This is an optimization exercise on Yosys and OpenROAD, whose aim is small area, not a production implementation.
At most, simulation tests tie the RTL to the original design; equivalence was not proved.

==> inputs of v2 <==
==> flow/design.v <==
package cpu_pkg;
    localparam int XLEN = 64;
    typedef struct packed {
        logic            cs;
        logic            we;
        logic [XLEN-1:0] addr;
        logic [XLEN-1:0] wdata;
    } mem_req_t;
endpackage
module cpu_top (
    input  logic                     clk,
    input  logic                     arst_n,
    input  logic [cpu_pkg::XLEN-1:0] mem_rdata,
    output cpu_pkg::mem_req_t        mem_req,
    output logic                     halted
);
    typedef enum logic [2:0] {
        S_CLEAR,
        S_FETCH,
        S_EX1,
        S_EX2,
        S_EX3,
        S_HALT
    } state_e;
    typedef enum logic [2:0] {
        C_ALU,
        C_SHIFT,
        C_ADDI,
        C_LUI,
        C_LD,
        C_SD,
        C_BEQ,
        C_JAL
    } class_e;
    state_e      state;
    logic [5:0]  cnt;
    class_e      cls;
    logic [31:7] ir;
    logic [31:1][63:0] rf;
    logic [63:0] p_q;
    logic [63:0] w_q;
    logic        cy;
    logic        eq;       
    logic [5:0]  shamt;    
    assign eq    = ir[12];
    assign shamt = ir[30:25];
    logic [31:0] nw;
    logic [6:0]  n_op;
    logic [2:0]  n_f3;
    logic [6:0]  n_f7;
    logic        n_legal;
    class_e      n_cls;
    assign nw   = mem_rdata[31:0];
    assign n_op = nw[6:0];
    assign n_f3 = nw[14:12];
    assign n_f7 = nw[31:25];
    always_comb begin
        n_legal = 1'b1;
        n_cls   = C_ALU;
        case (n_op)
            7'b0110011: begin
                if (n_f7 == 7'b0000000) begin
                    case (n_f3)
                        3'b000, 3'b100, 3'b110, 3'b111: n_cls = C_ALU;
                        3'b001, 3'b101:                 n_cls = C_SHIFT;
                        default:                        n_legal = 1'b0;
                    endcase
                end else if (n_f7 != 7'b0100000 || n_f3 != 3'b000) begin
                    n_legal = 1'b0;
                end
            end
            7'b0010011: begin n_cls = C_ADDI; n_legal = (n_f3 == 3'b000); end
            7'b0000011: begin n_cls = C_LD;   n_legal = (n_f3 == 3'b011); end
            7'b0100011: begin n_cls = C_SD;   n_legal = (n_f3 == 3'b011); end
            7'b1100011: begin n_cls = C_BEQ;  n_legal = (n_f3 == 3'b000); end
            7'b1101111: n_cls = C_JAL;
            7'b0110111: n_cls = C_LUI;
            default:    n_legal = 1'b0;
        endcase
    end
    logic is_alu, is_shift, is_addi, is_lui, is_ld, is_sd, is_beq, is_jal;
    logic is_sub, is_sll;
    assign is_alu   = (cls == C_ALU);
    assign is_shift = (cls == C_SHIFT);
    assign is_addi  = (cls == C_ADDI);
    assign is_lui   = (cls == C_LUI);
    assign is_ld    = (cls == C_LD);
    assign is_sd    = (cls == C_SD);
    assign is_beq   = (cls == C_BEQ);
    assign is_jal   = (cls == C_JAL);
    assign is_sub   = is_alu & ir[30];
    assign is_sll   = ~ir[14];
    logic [4:0] rs1_a, rs2_a, rd_a, rb_a;
    logic       rs2_nz, rd_nz;
    assign rs1_a  = ir[19:15];
    assign rs2_a  = ir[24:20];
    assign rd_a   = ir[11:7];
    assign rs2_nz = (rs2_a != 5'd0);
    assign rd_nz  = (rd_a != 5'd0);
    assign rb_a   = (is_ld || (is_shift && in_ex2)) ? rd_a : rs2_a;
    logic imm_bit;
    always_comb begin
        imm_bit = ir[31];
        if (is_lui) begin
            if (cnt < 6'd12)      imm_bit = 1'b0;
            else if (cnt < 6'd31) imm_bit = ir[cnt[4:0]];
        end else if (is_jal) begin
            if (cnt == 6'd0)      imm_bit = 1'b0;
            else if (cnt < 6'd11) imm_bit = ir[20 + cnt[3:0]];
            else if (cnt == 6'd11) imm_bit = ir[20];
            else if (cnt < 6'd20) imm_bit = ir[cnt[4:0]];
        end else if (is_beq) begin
            if (cnt == 6'd0)      imm_bit = 1'b0;
            else if (cnt < 6'd5)  imm_bit = ir[7 + cnt[2:0]];
            else if (cnt < 6'd11) imm_bit = ir[20 + cnt[3:0]];
            else if (cnt == 6'd11) imm_bit = ir[7];
        end else if (is_sd) begin
            if (cnt < 6'd5)       imm_bit = ir[7 + cnt[2:0]];
            else if (cnt < 6'd11) imm_bit = ir[20 + cnt[3:0]];
        end else begin
            if (cnt < 6'd11)      imm_bit = ir[20 + cnt[3:0]];
        end
    end
    logic rs1_bit, rs2_bit;
    assign rs1_bit = (rs1_a == 5'd0) ? 1'b0 : rf[rs1_a][0];
    assign rs2_bit = (rb_a == 5'd0) ? 1'b0 : rf[rb_a][0];
    logic in_clear, in_fetch, in_ex1, in_ex2, in_ex3;
    assign in_clear = (state == S_CLEAR);
    assign in_fetch = (state == S_FETCH);
    assign in_ex1   = (state == S_EX1);
    assign in_ex2   = (state == S_EX2);
    assign in_ex3   = (state == S_EX3);
    logic op_a, op_b, cin, sum, cout;
    always_comb begin
        if (in_fetch) begin
            op_a = p_q[0];
            op_b = (cnt == 6'd2);
        end else if (is_jal || is_beq) begin
            op_a = p_q[0];
            op_b = imm_bit;
        end else begin
            op_a = rs1_bit;
            op_b = is_alu ? (rs2_bit ^ is_sub) : imm_bit;
        end
    end
    assign cin  = (cnt == 6'd0) ? (is_sub & ~in_fetch) : cy;
    assign sum  = op_a ^ op_b ^ cin;
    assign cout = (op_a & op_b) | (op_a & cin) | (op_b & cin);
    logic [2:0] sk, sj, c_hi, c_lo, sk_neg;
    logic       tap_c, tap_f, tap_fl;
    logic       sll_coarse, sll_fine, srl_coarse, srl_fine, shift_bit;
    assign sk     = shamt[5:3];
    assign sj     = shamt[2:0];
    assign c_hi   = cnt[5:3];
    assign c_lo   = cnt[2:0];
    assign sk_neg = 3'd0 - sk;
    assign tap_c  = w_q[{(is_sll ? sk_neg : sk), 3'b000}];    
    assign tap_f  = w_q[{3'b000, sj}];                         
    assign tap_fl = w_q[6'd63 - {3'b000, sj} + 6'd1];          
    assign sll_coarse = (c_hi >= sk) & ((sk == 3'd0) ? rs1_bit : tap_c);
    assign sll_fine   = ((c_hi != 3'd0) || (c_lo >= sj)) & ((sj == 3'd0) ? rs2_bit : tap_fl);
    assign srl_coarse = ({1'b0, c_hi} + {1'b0, sk} <= 4'd7) & tap_c;
    assign srl_fine   = ((c_hi != 3'd7) || ({1'b0, c_lo} + {1'b0, sj} <= 4'd7)) & tap_f;
    always_comb begin
        if (!is_sll)     shift_bit = srl_fine;
        else if (in_ex1) shift_bit = sll_coarse;
        else             shift_bit = sll_fine;
    end
    logic res_bit;
    always_comb begin
        if (is_shift)                res_bit = shift_bit;
        else if (is_jal || is_sd || is_ld) res_bit = w_q[0];
        else if (is_lui)             res_bit = imm_bit;
        else if (is_addi)            res_bit = sum;
        else begin
            case (ir[14:12])
                3'b100:  res_bit = rs1_bit ^ rs2_bit;
                3'b110:  res_bit = rs1_bit | rs2_bit;
                3'b111:  res_bit = rs1_bit & rs2_bit;
                default: res_bit = sum;
            endcase
        end
    end
    logic       wen;
    logic [4:0] wa;
    assign wen = (in_ex1 & ~(is_shift & ~is_sll) & ~is_beq) |
                 (in_ex2 & ((is_shift & is_sll) | is_sd)) |
                 in_ex3;
    assign wa  = is_sd ? rs2_a : rd_a;
    logic p_in, w_in;
    always_comb begin
        p_in = p_q[0];
        if (in_clear) begin
            p_in = 1'b0;
        end else if (in_ex1) begin
            if (is_jal || is_sd || (is_ld && rd_nz)) p_in = sum;
            else if (!is_beq)                     p_in = w_q[0];
        end else if (in_ex2) begin
            if (is_beq)                           p_in = eq ? sum : w_q[0];
            else if (is_sd)                       p_in = rs2_nz ? rs2_bit : w_q[0];
            else if (is_ld)                       p_in = rs2_bit;
        end
    end
    always_comb begin
        w_in = w_q[0];
        if (in_clear)                            w_in = 1'b0;
        else if (in_fetch)                       w_in = sum;
        else if (in_ex1 && is_shift)             w_in = rs1_bit;
        else if (in_ex1 && is_sd && rs2_nz)      w_in = rs2_bit;
        else if (in_ex1 && is_ld)                w_in = 1'b0;
        else if (in_ex2 && is_shift)             w_in = is_sll ? rs2_bit : srl_coarse;
    end
    logic ld_cap;
    assign ld_cap = in_ex2 & is_ld & (cnt == 6'd1);
    always_ff @(posedge clk) begin
        w_q <= {w_in, w_q[63:1]} | ({64{ld_cap}} & {mem_rdata[1:0], mem_rdata[63:2]});
        p_q <= {p_in, p_q[63:1]};
    end
    logic [3:0] wsel_lo;
    logic [7:0] wsel_hi;
    logic       wbit;
    for (genvar k = 0; k < 4; k++) begin : g_wlo
        assign wsel_lo[k] = in_clear | (wa[1:0] == 2'(k));
    end
    for (genvar k = 0; k < 8; k++) begin : g_whi
        assign wsel_hi[k] = in_clear | (wen & (wa[4:2] == 3'(k)));
    end
    assign wbit = res_bit & ~in_clear;
    for (genvar r = 1; r < 32; r++) begin : g_rf
        logic sel;
        assign sel = wsel_lo[r % 4] & wsel_hi[r / 4];
        always_ff @(posedge clk) begin
            rf[r] <= {sel ? wbit : rf[r][0], rf[r][63:1]};
        end
    end
    always_ff @(posedge clk) begin
        cy <= cout;
        if (in_fetch && cnt == 6'd1) begin
            ir  <= nw[31:7];
            cls <= n_cls;
        end
        if (in_ex1 && is_beq)
            ir[12] <= ((cnt == 6'd0) ? 1'b1 : eq) & (rs1_bit == rs2_bit);
        if (in_fetch && is_shift && cnt >= 6'd2 && cnt < 6'd6)
            ir[30:27] <= {rs2_bit, ir[30:28]};
        if (in_ex1 && is_shift && cnt < 6'd2)
            ir[26:25] <= {rs2_bit, ir[26]};
    end
    state_e next_state;
    always_comb begin
        next_state = state;
        case (state)
            S_CLEAR: if (cnt == 6'd63) next_state = S_FETCH;
            S_FETCH: begin
                if (cnt == 6'd1 && !n_legal) next_state = S_HALT;
                else if (cnt == 6'd63)       next_state = S_EX1;
            end
            S_EX1: if (cnt == 6'd63)
                next_state = (is_shift || is_beq || (is_ld && rd_nz) || is_sd) ? S_EX2 : S_FETCH;
            S_EX2: if (cnt == 6'd63) next_state = (is_ld || (is_shift && !is_sll)) ? S_EX3 : S_FETCH;
            S_EX3: if (cnt == 6'd63) next_state = S_FETCH;
            default: next_state = S_HALT;
        endcase
    end
    always_ff @(posedge clk or negedge arst_n) begin
        if (!arst_n) begin
            state <= S_CLEAR;
            cnt   <= '0;
        end else begin
            state <= next_state;
            cnt   <= cnt + 6'd1;
        end
    end
    assign halted        = (state == S_HALT);
    assign mem_req.cs    = (cnt == 6'd0) & (in_fetch | (in_ex2 & (is_ld | is_sd)));
    assign mem_req.we    = in_ex2 & is_sd;
    assign mem_req.addr  = p_q;
    assign mem_req.wdata = w_q & {64{rs2_nz}};
endmodule
==> flow/flow/run.sh <==
#!/bin/bash
# The standard ORFS layout, with three changes:
#  - synthesis maps the logic with an area-only ABC script (flow/abc_area.script,
#    no buffering or upsizing) and without the adder-cell mapping; registers
#    are mapped exactly as in the standard synthesis;
#  - ports are buffered with buf_1 instead of a delay cell;
#  - the clock tree uses small sink clusters and no dummy loads.
set -euo pipefail
rm -rf scripts_area
cp -r "$FLOW_HOME/scripts" scripts_area
cp flow/abc_area.script scripts_area/abc_area.script
export SCRIPTS_DIR="$PWD/scripts_area"
export ABC_AREA=1
export ADDER_MAP_FILE=
export BUFFER_PORTS_ARGS="-buffer_cell sky130_fd_sc_hd__buf_1"
export CTS_ARGS="-sink_clustering_enable -repair_clock_nets -dont_use_dummy_load -sink_clustering_size 11 -sink_clustering_max_diameter 30 -buf_list {sky130_fd_sc_hd__clkbuf_4}"
bash standard.sh finish > flow_make.log 2>&1
==> flow/flow/abc_area.script <==
strash
dc2
dch -f
amap
strash
dch -f
amap
==> flow/standard.sh <==
#!/bin/bash
# synth_recipe.tcl (not shown) runs the flow's synth.tcl, then flattens the netlist and writes it again
# the make line also repeats each setting of config.mk as NAME=value (left out here)
make -C /OpenROAD-flow-scripts/flow DESIGN_CONFIG=/design/flow/config.mk WORK_HOME=/design/flow/orfs CLKGATE_MAP_FILE= SYNTH_SCRIPT=/design/flow/synth_recipe.tcl "${@:-finish}"
==> flow/config.mk <==
export PLATFORM = sky130hd
export DESIGN_NAME = cpu_top
export DESIGN_NICKNAME = cpu_top
export VERILOG_FILES = /design/flow/design.v
export SDC_FILE = /design/flow/constraint.sdc
export NUM_CORES = 4
export LEC_CHECK = 0
export CAP_MARGIN = 20
export CORE_MARGIN = 2
export CORE_UTILIZATION = 70
export SETUP_SLACK_MARGIN = 0.5
export SLEW_MARGIN = 20
==> flow/constraint.sdc <==
create_clock -name core_clock -period 14.0 [get_ports {clk}]
set_input_delay 2.8000 -clock core_clock [delete_from_list [all_inputs] [get_ports {clk}]]
set_output_delay 2.8000 -clock core_clock [all_outputs]
set_load 0.01 [all_outputs]
==> v5 (differences from v2) <==
--- a/flow/design.v
+++ b/flow/design.v
@@ -98,5 +98,5 @@
     assign rs2_nz = (rs2_a != 5'd0);
     assign rd_nz  = (rd_a != 5'd0);
-    assign rb_a   = (is_ld || (is_shift && in_ex2)) ? rd_a : rs2_a;
+    assign rb_a   = is_ld ? rd_a : rs2_a;
     logic imm_bit;
     always_comb begin
@@ -147,24 +147,9 @@
     assign sum  = op_a ^ op_b ^ cin;
     assign cout = (op_a & op_b) | (op_a & cin) | (op_b & cin);
-    logic [2:0] sk, sj, c_hi, c_lo, sk_neg;
-    logic       tap_c, tap_f, tap_fl;
-    logic       sll_coarse, sll_fine, srl_coarse, srl_fine, shift_bit;
-    assign sk     = shamt[5:3];
-    assign sj     = shamt[2:0];
-    assign c_hi   = cnt[5:3];
-    assign c_lo   = cnt[2:0];
-    assign sk_neg = 3'd0 - sk;
-    assign tap_c  = w_q[{(is_sll ? sk_neg : sk), 3'b000}];    
-    assign tap_f  = w_q[{3'b000, sj}];                         
-    assign tap_fl = w_q[6'd63 - {3'b000, sj} + 6'd1];          
-    assign sll_coarse = (c_hi >= sk) & ((sk == 3'd0) ? rs1_bit : tap_c);
-    assign sll_fine   = ((c_hi != 3'd0) || (c_lo >= sj)) & ((sj == 3'd0) ? rs2_bit : tap_fl);
-    assign srl_coarse = ({1'b0, c_hi} + {1'b0, sk} <= 4'd7) & tap_c;
-    assign srl_fine   = ((c_hi != 3'd7) || ({1'b0, c_lo} + {1'b0, sj} <= 4'd7)) & tap_f;
-    always_comb begin
-        if (!is_sll)     shift_bit = srl_fine;
-        else if (in_ex1) shift_bit = sll_coarse;
-        else             shift_bit = sll_fine;
-    end
+    logic [5:0] tap_idx;
+    logic       tap_bit, shift_bit;
+    assign tap_idx   = is_sll ? (6'd0 - shamt) : shamt;
+    assign tap_bit   = w_q[tap_idx];
+    assign shift_bit = is_sll ? (tap_bit & (cnt >= shamt)) : tap_bit;
     logic res_bit;
     always_comb begin
@@ -184,6 +169,6 @@
     logic       wen;
     logic [4:0] wa;
-    assign wen = (in_ex1 & ~(is_shift & ~is_sll) & ~is_beq) |
-                 (in_ex2 & ((is_shift & is_sll) | is_sd)) |
+    assign wen = (in_ex1 & ~is_shift & ~is_beq) |
+                 (in_ex2 & (is_shift | is_sd)) |
                  in_ex3;
     assign wa  = is_sd ? rs2_a : rd_a;
@@ -209,5 +194,5 @@
         else if (in_ex1 && is_sd && rs2_nz)      w_in = rs2_bit;
         else if (in_ex1 && is_ld)                w_in = 1'b0;
-        else if (in_ex2 && is_shift)             w_in = is_sll ? rs2_bit : srl_coarse;
+        else if (in_ex2 && is_shift && !is_sll)  w_in = 1'b0;
     end
     logic ld_cap;
@@ -242,8 +227,6 @@
         if (in_ex1 && is_beq)
             ir[12] <= ((cnt == 6'd0) ? 1'b1 : eq) & (rs1_bit == rs2_bit);
-        if (in_fetch && is_shift && cnt >= 6'd2 && cnt < 6'd6)
-            ir[30:27] <= {rs2_bit, ir[30:28]};
-        if (in_ex1 && is_shift && cnt < 6'd2)
-            ir[26:25] <= {rs2_bit, ir[26]};
+        if (in_ex1 && is_shift && cnt < 6'd6)
+            ir[30:25] <= {rs2_bit, ir[30:26]};
     end
     state_e next_state;
@@ -258,5 +241,5 @@
             S_EX1: if (cnt == 6'd63)
                 next_state = (is_shift || is_beq || (is_ld && rd_nz) || is_sd) ? S_EX2 : S_FETCH;
-            S_EX2: if (cnt == 6'd63) next_state = (is_ld || (is_shift && !is_sll)) ? S_EX3 : S_FETCH;
+            S_EX2: if (cnt == 6'd63) next_state = is_ld ? S_EX3 : S_FETCH;
             S_EX3: if (cnt == 6'd63) next_state = S_FETCH;
             default: next_state = S_HALT;
==> flow/flow/run.sh (replaced) <==
#!/bin/bash
# Standard ORFS layout with a smaller port buffer cell and a leaner clock tree
# (small sink clusters, no dummy loads).
set -euo pipefail
export BUFFER_PORTS_ARGS="-buffer_cell sky130_fd_sc_hd__buf_1"
export CTS_ARGS="-sink_clustering_enable -repair_clock_nets -dont_use_dummy_load -sink_clustering_size 11 -sink_clustering_max_diameter 30 -buf_list {sky130_fd_sc_hd__clkbuf_4}"
bash standard.sh finish > flow_make.log 2>&1
removed: flow/flow/abc_area.script
==> qor summary <==
                                                           v5              v2
Run status                                     finished clean  finished clean
Instance count on the critical path                         5              29
Seq/Total Area, Yosys                                  0.8898          0.9175
Nets                                                    3,409           3,459
Fmax                                                153.7 MHz       123.8 MHz
HPWL Detailed                                       56,080 um       57,110 um
Width of the chip                                    267.9 um        263.9 um
Multi-In Gates                                            698             586
Area growth from synthesis to layout                   7.271%          7.769%
Worst supply voltage drop on vdd                  0.0001227 V     0.0001643 V
Final setup skew                                    0.1351 ns       0.1586 ns
Xor-xnor portion of the synthesized cell area        0.003209               0
Synth Net Count                                         3,028           3,019
Only the layout flow was run in v5; the RTL was not checked for function there.

[afterwards: timing with drivers on the ports]
The results above use ideal ports. As a check the final layouts listed here were re-extracted and re-timed, cells and wires unchanged. Step 1: set_driving_cell puts a clkbuf_16 on clk and a buf_2 on each other input, an assumption about the parent block. Step 2, shift: input delay + t, output delay - t, t = (earliest + latest rising clock arrival at the registers) / 2. This alone moves slack from input paths to output paths. Slacks: ideal ports / drivers / drivers and shift; pairs: ideal ports / drivers.
run | t, ns | setup WS [ns] | worst hold slack (ns) | clock arrival spread, ns | slew at the worst register clock pin (ns)
v2 | 1.060 | 5.921 / 5.921 / 5.921 | 0.248 / 0.248 / 0.248 | 0.159 / 0.159 | 0.12 / 0.12
v5 | 1.103 | 7.496 / 7.433 / 7.689 | 0.218 / 0.218 / 0.218 | 0.150 / 0.150 | 0.11 / 0.11
After both steps setup and hold are still met in every run listed.
